What follows belongs to an exercise in optimizing a design on an open flow for a short achievable clock period and few clock cycles per item; a production flow would make more cautious choices.
In this exercise RTL edits were held to simulation tests only and were not proved equivalent to the original.
Power is estimated from default activity; no workload was simulated.

**flow/constraint.sdc**
```tcl
create_clock -name core_clock -period 10.5 [get_ports {clk}]
set_input_delay 2.1000 -clock core_clock [delete_from_list [all_inputs] [get_ports {clk}]]
set_output_delay 2.1000 -clock core_clock [all_outputs]
set_load 0.01 [all_outputs]
```
**flow/design.v**
```verilog
package mipsPkg;
  localparam logic [5:0] OpRtype = 6'b000000;
  localparam logic [5:0] OpLw    = 6'b100011;
  localparam logic [5:0] OpSw    = 6'b101011;
  localparam logic [5:0] OpBeq   = 6'b000100;
  localparam logic [5:0] FnAdd = 6'b100000;
  localparam logic [5:0] FnSub = 6'b100010;
  localparam logic [5:0] FnAnd = 6'b100100;
  localparam logic [5:0] FnOr  = 6'b100101;
  localparam logic [5:0] FnSlt = 6'b101010;
endpackage
`timescale 1ns/1ps
module mainDecoder (
  input  logic [5:0] opcode,
  output logic       isRtype,
  output logic       isLw,
  output logic       isSw,
  output logic       isBeq
);
  assign isRtype = (opcode == mipsPkg::OpRtype);
  assign isLw    = (opcode == mipsPkg::OpLw);
  assign isSw    = (opcode == mipsPkg::OpSw);
  assign isBeq   = (opcode == mipsPkg::OpBeq);
endmodule
`timescale 1ns/1ps
module aluDecoder (
  input  logic [5:0] funct,
  output logic       fnAdd,
  output logic       fnSub,
  output logic       fnAnd,
  output logic       fnOr,
  output logic       fnSlt
);
  assign fnAdd = (funct == mipsPkg::FnAdd);
  assign fnSub = (funct == mipsPkg::FnSub);
  assign fnAnd = (funct == mipsPkg::FnAnd);
  assign fnOr  = (funct == mipsPkg::FnOr);
  assign fnSlt = (funct == mipsPkg::FnSlt);
endmodule
`timescale 1ns/1ps
module controlUnit (
  input  logic [31:0] instr,
  output logic        regWrite,    
  output logic        memToReg,    
  output logic        memWrite,    
  output logic        branch,      
  output logic        aluSrc,      
  output logic [4:0]  dest,        
  output logic [4:0]  aluSel,      
  output logic        illegal
);
  logic isRtype, isLw, isSw, isBeq;
  logic fnAdd, fnSub, fnAnd, fnOr, fnSlt;
  logic rOk;
  mainDecoder u_mainDecoder (
    .opcode  (instr[31:26]),
    .isRtype (isRtype),
    .isLw    (isLw),
    .isSw    (isSw),
    .isBeq   (isBeq)
  );
  aluDecoder u_aluDecoder (
    .funct (instr[5:0]),
    .fnAdd (fnAdd),
    .fnSub (fnSub),
    .fnAnd (fnAnd),
    .fnOr  (fnOr),
    .fnSlt (fnSlt)
  );
  assign rOk      = isRtype & (fnAdd | fnSub | fnAnd | fnOr | fnSlt);
  assign illegal  = ~(rOk | isLw | isSw | isBeq);
  assign regWrite = rOk | isLw;
  assign memToReg = isLw;
  assign memWrite = isSw;
  assign branch   = isBeq;
  assign aluSrc   = isLw | isSw;
  assign dest     = rOk ? instr[15:11] : (isLw ? instr[20:16] : 5'd0);
  assign aluSel   = rOk ? {fnSlt, fnOr, fnAnd, fnSub, fnAdd} : {4'b0000, isLw | isSw};
endmodule
`timescale 1ns/1ps
module regFile (
  input  logic        clk,
  input  logic        rst,
  input  logic        we,
  input  logic [4:0]  ra1,
  input  logic [4:0]  ra2,
  input  logic [4:0]  wa,
  input  logic [31:0] wd,
  output logic [31:0] rd1,
  output logic [31:0] rd2
);
  logic [31:0] regs [32];
  always_ff @(posedge clk) begin
    if (rst) begin
      for (int i = 0; i < 32; i++) begin
        regs[i] <= 32'h0;
      end
    end else if (we && (wa != 5'd0)) begin
      regs[wa] <= wd;
    end
  end
  assign rd1 = (ra1 == 5'd0) ? 32'h0 : regs[ra1];
  assign rd2 = (ra2 == 5'd0) ? 32'h0 : regs[ra2];
endmodule
`timescale 1ns/1ps
module alu (
  input  logic [31:0] a,
  input  logic [31:0] b,
  input  logic [4:0]  sel,    
  output logic [31:0] y
);
  logic [31:0] sum;
  logic [31:0] diff;
  logic        lt;
  assign sum  = a + b;
  assign diff = a - b;
  assign lt   = (a[31] ^ b[31]) ? a[31] : diff[31];
  assign y = ({32{sel[0]}} & sum)
           | ({32{sel[1]}} & diff)
           | ({32{sel[2]}} & (a & b))
           | ({32{sel[3]}} & (a | b))
           | {31'h0, sel[4] & lt};
endmodule
`timescale 1ns/1ps
module dataPath #(
  parameter logic [31:0] ResetPc = 32'h0
) (
  input  logic        clk,
  input  logic        rst,
  input  logic [31:0] instr,
  input  logic        dRegWrite,
  input  logic        dMemToReg,
  input  logic        dMemWrite,
  input  logic        dBranch,
  input  logic        dAluSrc,
  input  logic [4:0]  dDest,
  input  logic [4:0]  dAluSel,
  input  logic [31:0] readData,
  output logic [31:0] pc,
  output logic [31:0] dataAddr,
  output logic [31:0] writeData,
  output logic        memWrite
);
  logic        xRegWrite;
  logic        xMemToReg;
  logic        xMemWrite;
  logic [4:0]  xDest;
  logic [4:0]  xAluSel;
  logic        xAluSrc;
  logic [31:0] xA;
  logic [31:0] xB;
  logic [31:0] xImm;
  logic [31:0] aluY;
  logic [31:0] xResult;
  logic [31:0] pcReg;
  logic [31:0] pcPlus4;
  logic [31:0] pcBranch;
  logic [31:0] signImm;
  logic [4:0]  rs;
  logic [4:0]  rt;
  logic [31:0] rawA;
  logic [31:0] rawB;
  logic        fwdA;
  logic        fwdB;
  logic [31:0] opA;
  logic [31:0] opB;
  logic        eqRaw;
  logic        eqFwdA;
  logic        eqFwdB;
  logic        equal;
  logic        taken;
  assign rs      = instr[25:21];
  assign rt      = instr[20:16];
  assign signImm = {{16{instr[15]}}, instr[15:0]};
  regFile u_regFile (
    .clk (clk),
    .rst (rst),
    .we  (xRegWrite),
    .ra1 (rs),
    .ra2 (rt),
    .wa  (xDest),
    .wd  (xResult),
    .rd1 (rawA),
    .rd2 (rawB)
  );
  assign fwdA = xRegWrite && (xDest == rs) && (rs != 5'd0);
  assign fwdB = xRegWrite && (xDest == rt) && (rt != 5'd0);
  assign opA  = fwdA ? xResult : rawA;
  assign opB  = fwdB ? xResult : rawB;
  assign eqRaw  = (rawA == rawB);
  assign eqFwdA = (xResult == rawB);
  assign eqFwdB = (rawA == xResult);
  always_comb begin
    if (rs == rt) begin
      equal = 1'b1;
    end else if (fwdA) begin
      equal = eqFwdA;
    end else if (fwdB) begin
      equal = eqFwdB;
    end else begin
      equal = eqRaw;
    end
  end
  assign taken    = dBranch & equal;
  assign pcPlus4  = pcReg + 32'd4;
  assign pcBranch = pcPlus4 + {signImm[29:0], 2'b00};
  always_ff @(posedge clk) begin
    if (rst) begin
      pcReg <= ResetPc;
    end else if (taken) begin
      pcReg <= pcBranch;
    end else begin
      pcReg <= pcPlus4;
    end
  end
  assign pc = pcReg;
  always_ff @(posedge clk) begin
    if (rst) begin
      xRegWrite <= 1'b0;
      xMemToReg <= 1'b0;
      xMemWrite <= 1'b0;
      xDest     <= 5'd0;
    end else begin
      xRegWrite <= dRegWrite && (dDest != 5'd0);
      xMemToReg <= dMemToReg;
      xMemWrite <= dMemWrite;
      xDest     <= dDest;
    end
  end
  always_ff @(posedge clk) begin
    xAluSel <= dAluSel;
    xAluSrc <= dAluSrc;
    xA      <= opA;
    xB      <= opB;
    xImm    <= signImm;
  end
  alu u_alu (
    .a   (xA),
    .b   (xAluSrc ? xImm : xB),
    .sel (xAluSel),
    .y   (aluY)
  );
  assign xResult   = xMemToReg ? readData : aluY;
  assign dataAddr  = xA + xImm;
  assign writeData = xB;
  assign memWrite  = xMemWrite & ~rst;
endmodule
`timescale 1ns/1ps
module mipsCore #(
  parameter logic [31:0] ResetPc = 32'h0
) (
  input  logic        clk,
  input  logic        rst,
  output logic [31:0] pc,
  input  logic [31:0] instr,
  output logic [31:0] dataAddr,
  output logic [31:0] writeData,
  output logic        memWrite,
  input  logic [31:0] readData,
  output logic        illegal
);
  logic       regWrite;
  logic       memToReg;
  logic       dMemWrite;
  logic       branch;
  logic       aluSrc;
  logic [4:0] dest;
  logic [4:0] aluSel;
  controlUnit u_controlUnit (
    .instr    (instr),
    .regWrite (regWrite),
    .memToReg (memToReg),
    .memWrite (dMemWrite),
    .branch   (branch),
    .aluSrc   (aluSrc),
    .dest     (dest),
    .aluSel   (aluSel),
    .illegal  (illegal)
  );
  dataPath #(
    .ResetPc (ResetPc)
  ) u_dataPath (
    .clk       (clk),
    .rst       (rst),
    .instr     (instr),
    .dRegWrite (regWrite),
    .dMemToReg (memToReg),
    .dMemWrite (dMemWrite),
    .dBranch   (branch),
    .dAluSrc   (aluSrc),
    .dDest     (dest),
    .dAluSel   (aluSel),
    .readData  (readData),
    .pc        (pc),
    .dataAddr  (dataAddr),
    .writeData (writeData),
    .memWrite  (memWrite)
  );
endmodule
```
**flow/run.sh**
```bash
#!/bin/bash
# synth_recipe.tcl (not shown) runs the flow's synth.tcl, then flattens the netlist and writes it again
# the make line also repeats each setting of config.mk as NAME=value (left out here)
make -C /OpenROAD-flow-scripts/flow DESIGN_CONFIG=/design/flow/config.mk WORK_HOME=/design/flow/orfs CLKGATE_MAP_FILE= SYNTH_SCRIPT=/design/flow/synth_recipe.tcl finish
```
**flow/config.mk**
```make
export PLATFORM = sky130hd
export DESIGN_NAME = mipsCore
export DESIGN_NICKNAME = mipsCore
export VERILOG_FILES = /design/flow/design.v
export SDC_FILE = /design/flow/constraint.sdc
export NUM_CORES = 4
export LEC_CHECK = 0
export ABC_CLOCK_PERIOD_IN_PS = 4000
export CAP_MARGIN = 20
export CORE_MARGIN = 2
export CORE_UTILIZATION = 40
export SETUP_SLACK_MARGIN = 5
export SLEW_MARGIN = 20
```
==> results.txt <==
==> logic make-up after synthesis <==
kind of cell               after synthesis  synth area share
muxes                                  737            0.1883
other                                    1        0.00005547
adders and majority gates              174           0.03276
buffers and inverters                  629           0.04275
xor gates and xnor gates               149           0.01930
DFF                                   1148            0.4915
AOI/OAI and AO/OA                      944           0.09659
and+or+nand+nor                       1976            0.1288
==> layout make-up <==
cell class                 instances  area [um^2]  area share
sequential                      1148        33270      0.4193
tap                             2204         2758     0.03476
inverter                         154        601.8    0.007585
multi-input combinational       4018        33700      0.4247
clock inverter                    81        904.6     0.01140
clock buffer                     157         3440     0.04335
antenna                            7        17.52   0.0002208
timing repair buffer             457         4653     0.05865
==> power by group <==
part	total (mW)	switching (mW)	internal, mW
Combinational	2.97	1.87	1.10
Clock	4.74	2.03	2.71
Sequential	5.31	0.164	5.15
==> sequential cells by signal, indices dropped and copies added, names as in the netlist <==
register / count
u_dataPath.pcReg: 30
u_dataPath.u_regFile.regs: 1024
u_dataPath.xA: 32
u_dataPath.xAluSel: 5
u_dataPath.xAluSrc: 1
u_dataPath.xB: 32
u_dataPath.xDest: 5
u_dataPath.xImm: 16
u_dataPath.xMemToReg: 1
u_dataPath.xMemWrite: 1
u_dataPath.xRegWrite: 1
==> how the worst max path moves through the flow <==
stage	start	endpoint	slack [ns]	depth (start not counted)
3_5_place_dp	instr[25]	u_dataPath.pcReg[15]	1.81	16
4_1_cts	u_dataPath.xAluSrc	u_dataPath.pcReg[28]	4.29	31
5_1_grt	u_dataPath.xAluSrc	u_dataPath.pcReg[16]	4.00	30
2_1_floorplan	instr[16]	u_dataPath.pcReg[16]	4.47	16
6_report	instr[20]	u_dataPath.pcReg[16]	3.97	17
3_3_place_gp	u_dataPath.xImm[15]	u_dataPath.pcReg[15]	1.78	29
==> synth_stat cells (55+ instances only) <==
| master | n | share of area |
|---|---|---|
| nor3_1 | 64 | 0.0047 |
| mux2i_1 | 274 | 0.041 |
| dfxtp_1 | 124 | 0.037 |
| nor2_1 | 1193 | 0.066 |
| ha_1 | 169 | 0.031 |
| inv_1 | 147 | 0.0082 |
| nand2_1 | 276 | 0.015 |
| a22oi_1 | 115 | 0.013 |
| o21ai_0 | 130 | 0.0096 |
| buf_2 | 79 | 0.0058 |
| clkbuf_1 | 305 | 0.017 |
| edfxtp_1 | 1024 | 0.45 |
| a21oi_1 | 210 | 0.016 |
| xnor2_1 | 104 | 0.013 |
| nand4_1 | 55 | 0.0051 |
| nand3_1 | 89 | 0.0066 |
| mux4_2 | 413 | 0.14 |
==> layer usage <==
layer	vias to the layer above	share of wire
li1	22020	-
met1	27730	0.35
met2	4527	0.43
met3	1046	0.14
met4	8	0.076
met5	-	0.00018
==> tightest hold or removal path, stage by stage (launching register included) <==
cell,delay [ns]
dfxtp_1,0.38
xnor2_1,0.12
nand2_1,0.08
o21ai_1,0.05
==> through the flow <==
step / worst slack [ns] / std cells / hold WS, ns / area [um^2]
CTS: 4.285 / 8195 / 0.6679 / 78810
global route: 3.996 / 8220 / 0.7154 / 79330
detailed placement: 1.811 / 7869 / 0.6571 / 71760
global placement: 1.778 / 7869 / 0.6543 / 71760
finish: 3.972 / 8226 / 0.6731 / 79340
floorplan: 4.468 / 5791 / 0.6277 / 67890
==> layout by cell type, fill, tap and decap left out, types with 28 or more instances in the layout <==
cell type / n
a211oi_1: 28
a21o_1: 30
a21oi_1: 188
a221oi_1: 35
a22oi_1: 107
and3_1: 29
buf_4: 226
buf_6: 30
clkbuf_16: 134
clkdlybuf4s50_1: 115
clkinv_1: 29
conb_1: 34
dfxtp_1: 105
edfxtp_1: 1024
ha_1: 135
ha_4: 29
inv_1: 140
mux2_2: 40
mux2i_1: 254
mux4_2: 414
nand2_1: 205
nand2_2: 69
nand2b_1: 49
nand3_1: 84
nand4_1: 55
nor2_1: 1179
nor2b_1: 38
nor3_1: 50
o211ai_1: 34
o21ai_0: 116
o22ai_1: 33
xnor2_1: 101
xor2_1: 45
==> repair_timing <==
action / CTS / global route
setup endpoints to repair: 254 / 198
pin swaps: 77 / 42
buffers inserted: 69 / 23
gates resized for setup: 460 / 92
gates cloned: 19 / 0
==> results.txt <==
fmax=153.2 MHz; Worst-Skew Late Latency=around 0.82 ns; gr ovfl total=0; Pwr per Cell Area=164.1 nW/um^2; cells after synthesis=5758; Die Wd=415.1 um; startpoint types=primary input; via count of the routed design=55.34k; cell count of the worst reg-to-reg path=22; CTS Buf Count=131; GR Util met3=0.1144; Slew Limit Fails=0; clk_skew=0.05237 ns; Setup Viol. Count Final=0; largest net degree at the start of global routing=56; most crowded layer after global routing=met2; unrepaired setup endpoints after global routing=yes; Core Area=around 170000 um^2; vias in the first global route=around 53k; CP Cell Sequence=buf_2 > buf_12 > and3b_1 > a22oi_2 > nand4_1 > nand3_1 > inv_1 > a2111oi_2 > nand4_1 > nor4_1 > or4b_4 > nor4_4 > nand4_4 > buf_6 > o211a_4 > nor2_4 > o211a_1; Die Ht=roughly 420 um; Slew @ Worst Pin=1.230 ns; antenna viol nets, final=0; number of max-cap violations=0; initial antenna violation count=17; Fill cells=14.99k; min Tclk post-route=6.528 ns; Crit Path Category=in -> reg; Seq cells post-synth=~1.1k; final net count=6150; Area Overhead vs Synth=17.36%; RR Startpoint=u_dataPath.xAluSrc; Mean Syn Cell Area=11.74 um^2; fraction of met2 tracks used by global routing=0.4961; # port buffers=161; HP Class=reg -> reg; M1 GR Usage=0.4171; Buf/Inv on CP=4; hold path depth=3; Post-Syn Area=67610 um^2; Critical Path Max Stage Delay=0.51 ns; IO Pins=between 150 and 200; # rows=150; number of synthesized flops with an enable pin=1024; delay-heaviest family, CP=simple AND/OR/NAND/NOR gates; Initial Util=0.4034; DP HPWL=roughly 190000 um; Crit Path Max Fanout=33; status=complete, no violations; YS warnings=2; Worst EP required=around 11 ns; final worst-path cycle share=0.6217; Power, Total=13.02 mW; clock buffer depth=3; share of cells above drive strength 1=0.2246; CTS tree=done; maximum vdd drop=approximately 0.19 mV; fin util=0.4734; Most common cell on crit path=nand4_1; setup TNS=0 ns; WL/cell=35.93 um; Hold Crit Start=u_dataPath.pcReg[8]; Residual DRC=0; Global Route Usage Sum=0.3342; hold buffer count at CTS=0; DR vias/cell=6.727; # H-tree levels=4; clock-pin slew on the worst setup and hold paths=0.06 ns; Sink Count=1148; Seq/Total Area, Yosys=0.4915; crit path DAT=7.27 ns; first-pass detailed-route iteration total=6; Worst path slowest cell=or4b_4; gpl congestion=1.038; clock root cell=clkbuf_16; register-to-register setup slack=4.15 ns; Static Leakage=~28 nW; final wirelength=295600 um; crit path capture type=flip-flop; Synth cell types=~110; Post-synth top flop=edfxtp_1; First DRT Iteration DRCs=between 9k and 10k; Max transition margin=0.1798; FF-to-FF End=u_dataPath.pcReg[30]; Async SR Flop Fraction=0; first-pass GRT wire length=about 400000 um; final hold violation count=0; Die Footprint=172300 um^2; Hold Path Sink=u_dataPath.pcReg[8]
Testbench counts, summed over its fixed seeds: cycles 13,195, instructions 13,187.

separate check: timing with driven ports:
The flow's constraints put no driver on any port. The routed layout listed below was extracted and timed again, unchanged, in two steps.
Step 1 (the two cells are an assumption about what drives the block):
set clk [get_ports {clk}]
set_driving_cell -lib_cell sky130_fd_sc_hd__clkbuf_16 $clk
set_driving_cell -lib_cell sky130_fd_sc_hd__buf_2 [delete_from_list [all_inputs] $clk]
Step 2 times the ports against the registers' clock, not the clock port: input delays grow and output delays shrink by t, the midpoint of the rising clock arrivals with the driver on.
a / b / c = ideal / step 1 / step 2; a / b = the first two.
t (ns): 0.874
setup WS [ns]: 3.972 / 3.818 / 2.944
hold WS [ns]: 0.673 / 0.673 / 0.673
worst register clock-pin slew, ns: 0.07 / 0.07
After both steps setup and hold are still met in this run. For this run, drivers alone change the setup slack by -0.154 ns; drivers and shift together by -1.028 ns.
